This is an optimization exercise on Yosys and OpenROAD, whose aim is small area, a short achievable clock period and few clock cycles per item, not a production implementation.
Where RTL was checked, it was by simulation tests only, not by an equivalence proof against the original.
Power figures rest on the tool's default switching activity, not on a simulated workload.

lagoon:
// aes_dec_top
module aes_dec_top
(
    input  logic        clk,
    input  logic        reset,
    input  logic [11:0] paddr,
    input  logic        psel,
    input  logic        penable,
    input  logic        pwrite,
    input  logic [31:0] pwdata,
    output logic [31:0] prdata,
    output logic        pready,
    output logic        pslverr
);
Size in the first run: roughly 2,000 flip-flops, about 83 I/O pins, roughly 0.094 mm^2 of cells after synthesis.
==> module aes_dec_regs, before the edit <==
module aes_dec_regs
(
    input  logic         clk,
    input  logic         reset,
    input  logic [11:0]  paddr,
    input  logic         psel,
    input  logic         penable,
    input  logic         pwrite,
    input  logic [31:0]  pwdata,
    output logic [31:0]  prdata,
    output logic         pready,
    output logic         pslverr,
    input  logic         fin,         
    input  logic [127:0] plaintext,   
    output logic         key_we,
    output logic [5:0]   key_addr,
    output logic [31:0]  key_wdata,
    output logic         start,
    output logic [31:0]  wdata_z,     
    output logic [127:0] ciphertext   
);
    logic        busy;
    logic        done;
    logic        busy_n;
    logic        done_n;
    logic        key_hit;
    logic        din_hit;
    logic        ctrl_hit;
    logic        stat_hit;
    logic        dout_hit;
    logic        err_n;
    logic [31:0] rd_n;
    logic [31:0] prdata_q;
    logic        err_q;
    logic        wr_q;       
    logic        key_q;
    logic        din_q;
    logic        ctrl_q;
    logic [5:0]  widx_q;
    logic        we;
    logic [31:0] ct_word;
    logic [31:0] pt_word;
    logic [31:0] ct_std;
    logic [31:0] pt_std;
    assign busy_n = busy && !fin;
    assign done_n = done || fin;
    assign key_hit  = (paddr < 12'h0b0);
    assign din_hit  = (paddr[11:4] == 8'h10);
    assign ctrl_hit = (paddr[11:2] == 10'h044);
    assign stat_hit = (paddr[11:2] == 10'h045);
    assign dout_hit = (paddr[11:4] == 8'h12);
    assign err_n = !(key_hit || din_hit || ctrl_hit || stat_hit || dout_hit)
                   || (pwrite && busy_n && (key_hit || din_hit || ctrl_hit))
                   || (pwrite && (stat_hit || dout_hit));
    assign ct_word = ciphertext[127 - 32 * paddr[3:2] -: 32];
    assign pt_word = plaintext[127 - 32 * paddr[3:2] -: 32];
    aes_mt_word i_ct_back (
        .i (ct_word),
        .o (ct_std)
    );
    aes_tinv_word i_pt_back (
        .i (pt_word),
        .o (pt_std)
    );
    aes_tmi_word i_wdata_z (
        .i (pwdata),
        .o (wdata_z)
    );
    always_comb
    begin
        rd_n = '0;  
        if (stat_hit)
        begin
            rd_n = {30'd0, done_n, busy_n};
        end
        else if (din_hit)
        begin
            rd_n = ct_std;
        end
        else if (dout_hit)
        begin
            rd_n = pt_std;
        end
    end
    always_ff @(posedge clk)
    begin
        prdata_q <= rd_n;
        err_q    <= err_n;
        wr_q     <= psel && !penable && pwrite && !err_n;
        key_q    <= key_hit;
        din_q    <= din_hit;
        ctrl_q   <= ctrl_hit;
        widx_q   <= paddr[7:2];
    end
    assign prdata  = prdata_q;
    assign pslverr = err_q;
    assign pready  = 1'b1;  
    assign we        = wr_q;  
    assign key_we    = we && key_q;
    assign key_addr  = widx_q;
    assign key_wdata = pwdata;
    assign start     = we && ctrl_q && pwdata[0];
    always_ff @(posedge clk)
    begin
        for (int w = 0; w < 4; w++)
        begin
            if (we && din_q && (widx_q[1:0] == 2'(w)))
            begin
                ciphertext[127 - 32 * w -: 32] <= wdata_z;
            end
        end
    end
    always_ff @(posedge clk)
    begin
        if (reset)
        begin
            busy <= 1'b0;
            done <= 1'b0;
        end
        else if (start)
        begin
            busy <= 1'b1;
            done <= 1'b0;
        end
        else if (fin)
        begin
            busy <= 1'b0;
            done <= 1'b1;
        end
    end
endmodule
==> module aes_dec_engine, before the edit <==
module aes_dec_engine
(
    input  logic         clk,
    input  logic         reset,
    input  logic         start,
    input  logic [127:0] ciphertext,
    input  logic [127:0] last_key,
    input  logic [127:0] round_key,
    output logic [9:0]   round_sel,   
    output logic         fin,         
    output logic [127:0] plaintext
);
    logic         run;
    logic         ph;        
    logic [9:0]   rsel;      
    logic         pend_q;
    logic         z_ok_q;    
    logic         go;
    logic         fin_q;     
    logic [127:0] state_q;
    logic [63:0]  norm_q;    
    logic [127:0] state_d;
    logic [63:0]  norm_d;
    logic [127:0] a_q;
    logic [127:0] z0;
    logic [127:0] s1_out;
    logic [127:0] s2_out;
    assign round_sel = rsel;
    assign plaintext = a_q;
    aes_z0 i_z0 (
        .ct  (ciphertext),
        .k10 (last_key),
        .z   (z0)
    );
    aes_inv_s1 i_s1 (
        .x  (state_q),
        .d  (norm_q),
        .kg (round_key),
        .a  (s1_out)
    );
    aes_inv_s2 i_s2 (
        .a (a_q),
        .y (s2_out)
    );
    assign go  = (start || pend_q) && z_ok_q && !run;
    assign fin = fin_q;
    assign state_d = run ? s2_out : z0;
    aes_norms i_norms (
        .x (state_d),
        .d (norm_d)
    );
    always_ff @(posedge clk)
    begin
        state_q <= state_d;
        norm_q  <= norm_d;
        if (go || (run && !ph))
        begin
            a_q <= s1_out;
        end
    end
    always_ff @(posedge clk)
    begin
        if (reset)
        begin
            run    <= 1'b0;
            ph     <= 1'b0;
            rsel   <= 10'b10_0000_0000;
            pend_q <= 1'b0;
            z_ok_q <= 1'b0;
            fin_q  <= 1'b0;
        end
        else
        begin
            pend_q <= (start || pend_q) && !go;
            fin_q  <= run && !ph && rsel[0];
            z_ok_q <= !run;
            if (go)
            begin
                run  <= 1'b1;
                ph   <= 1'b1;
                rsel <= 10'b01_0000_0000;
            end
            else if (run)
            begin
                ph <= !ph;
                if (!ph)
                begin
                    if (rsel[0])
                    begin
                        run  <= 1'b0;
                        rsel <= 10'b10_0000_0000;
                    end
                    else
                    begin
                        rsel <= rsel >> 1;
                    end
                end
            end
        end
    end
endmodule
export LEC_CHECK = 0
export CAP_MARGIN = 20
export CORE_MARGIN = 2
export CORE_UTILIZATION = 40
export CTS_CLUSTER_DIAMETER = 100
export CTS_CLUSTER_SIZE = 25
export SLEW_MARGIN = 20
export TNS_END_PERCENT = 5
create_clock -name core_clock -period 10.0 [get_ports {clk}]
standard.sh (not shown) runs the stock make flow with config.mk's settings and CLKGATE_MAP_FILE= SYNTH_SCRIPT=/design/flow/synth_recipe.tcl, a recipe that flattens the netlist after the stock synthesis.
==> flow/flow/run.sh <==
#!/bin/bash
# The standard layout (standard.sh, its synthesis unchanged) with two changes to how the layout
# is made: the port buffers are buf_2 cells, and timing repair works until the setup slack reaches
# SETUP_SLACK_MARGIN, well above zero at the 10 ns clock. The tools' output goes to standard.log.
set -euo pipefail
export SETUP_SLACK_MARGIN=7.0
export BUFFER_PORTS_ARGS="-buffer_cell sky130_fd_sc_hd__buf_2"
bash standard.sh > standard.log 2>&1
Testbench counts of lagoon, summed over its fixed seeds: cycles 7,296, blocks 192.
For delta, these inputs were changed with respect to lagoon:
--- a/flow/design.v
+++ b/flow/design.v
@@ -769,10 +769,7 @@
     always_ff @(posedge clk)
     begin
-        for (int w = 0; w < 4; w++)
+        if (we && din_q)
         begin
-            if (we && din_q && (widx_q[1:0] == 2'(w)))
-            begin
-                ciphertext[127 - 32 * w -: 32] <= wdata_z;
-            end
+            ciphertext[127 - 32 * widx_q[1:0] -: 32] <= wdata_z;
         end
     end
@@ -816,5 +813,4 @@
     logic         z_ok_q;    
     logic         go;
-    logic         fin_q;     
     logic [127:0] state_q;
     logic [63:0]  norm_q;    
@@ -843,5 +839,5 @@
     );
     assign go  = (start || pend_q) && z_ok_q && !run;
-    assign fin = fin_q;
+    assign fin = run && ph && rsel[0];
     assign state_d = run ? s2_out : z0;
     aes_norms i_norms (
@@ -867,10 +863,8 @@
             pend_q <= 1'b0;
             z_ok_q <= 1'b0;
-            fin_q  <= 1'b0;
         end
         else
         begin
             pend_q <= (start || pend_q) && !go;
-            fin_q  <= run && !ph && rsel[0];
             z_ok_q <= !run;
             if (go)
### Flow results
The power of the combinational group in delta was higher than what lagoon gave. Between lagoon and delta, the difference in via count normalized by instance count is negligible. When delta is measured against lagoon, its cell total after placement turns out 316 higher. Relative to lagoon, the sequential cell area fraction in the yosys report of delta is lower by 0.86 points. The final weighted congestion in routability-driven placement reported for delta is smaller than that of lagoon by about 0.9%. Taking lagoon as the reference, in delta headroom to the max-slew limit lower, share of the final layout cell area in multi-input gates lower, final clock period utilization by the worst path higher.
Function not checked in delta: the RTL went through the layout flow alone.

re-timing with driven ports:
How much do the figures lean on ideal ports? The routed layouts below were timed once more, with nothing changed but the port constraints. Step 1, drivers: a clkbuf_16 drives clk and a buf_2 each remaining input, both assumed. Step 2 times the ports against the registers' clock, not the clock port: input delays grow and output delays shrink by t, the midpoint of the rising clock arrivals with the driver on. Slacks: ideal ports / drivers / drivers and shift; pairs: ideal ports / drivers.
run	t, ns	slack for setup (ns)	latest minus earliest clock arrival (ns)
lagoon	0.865	6.695 / 6.614 / 5.864	0.042 / 0.042
delta	0.877	6.598 / 6.598 / 5.825	0.060 / 0.060
After both steps setup and hold are still met in every run listed. The setup slack of lagoon, which loses most, moves by -0.081 ns with the drivers and by -0.831 ns with both steps.
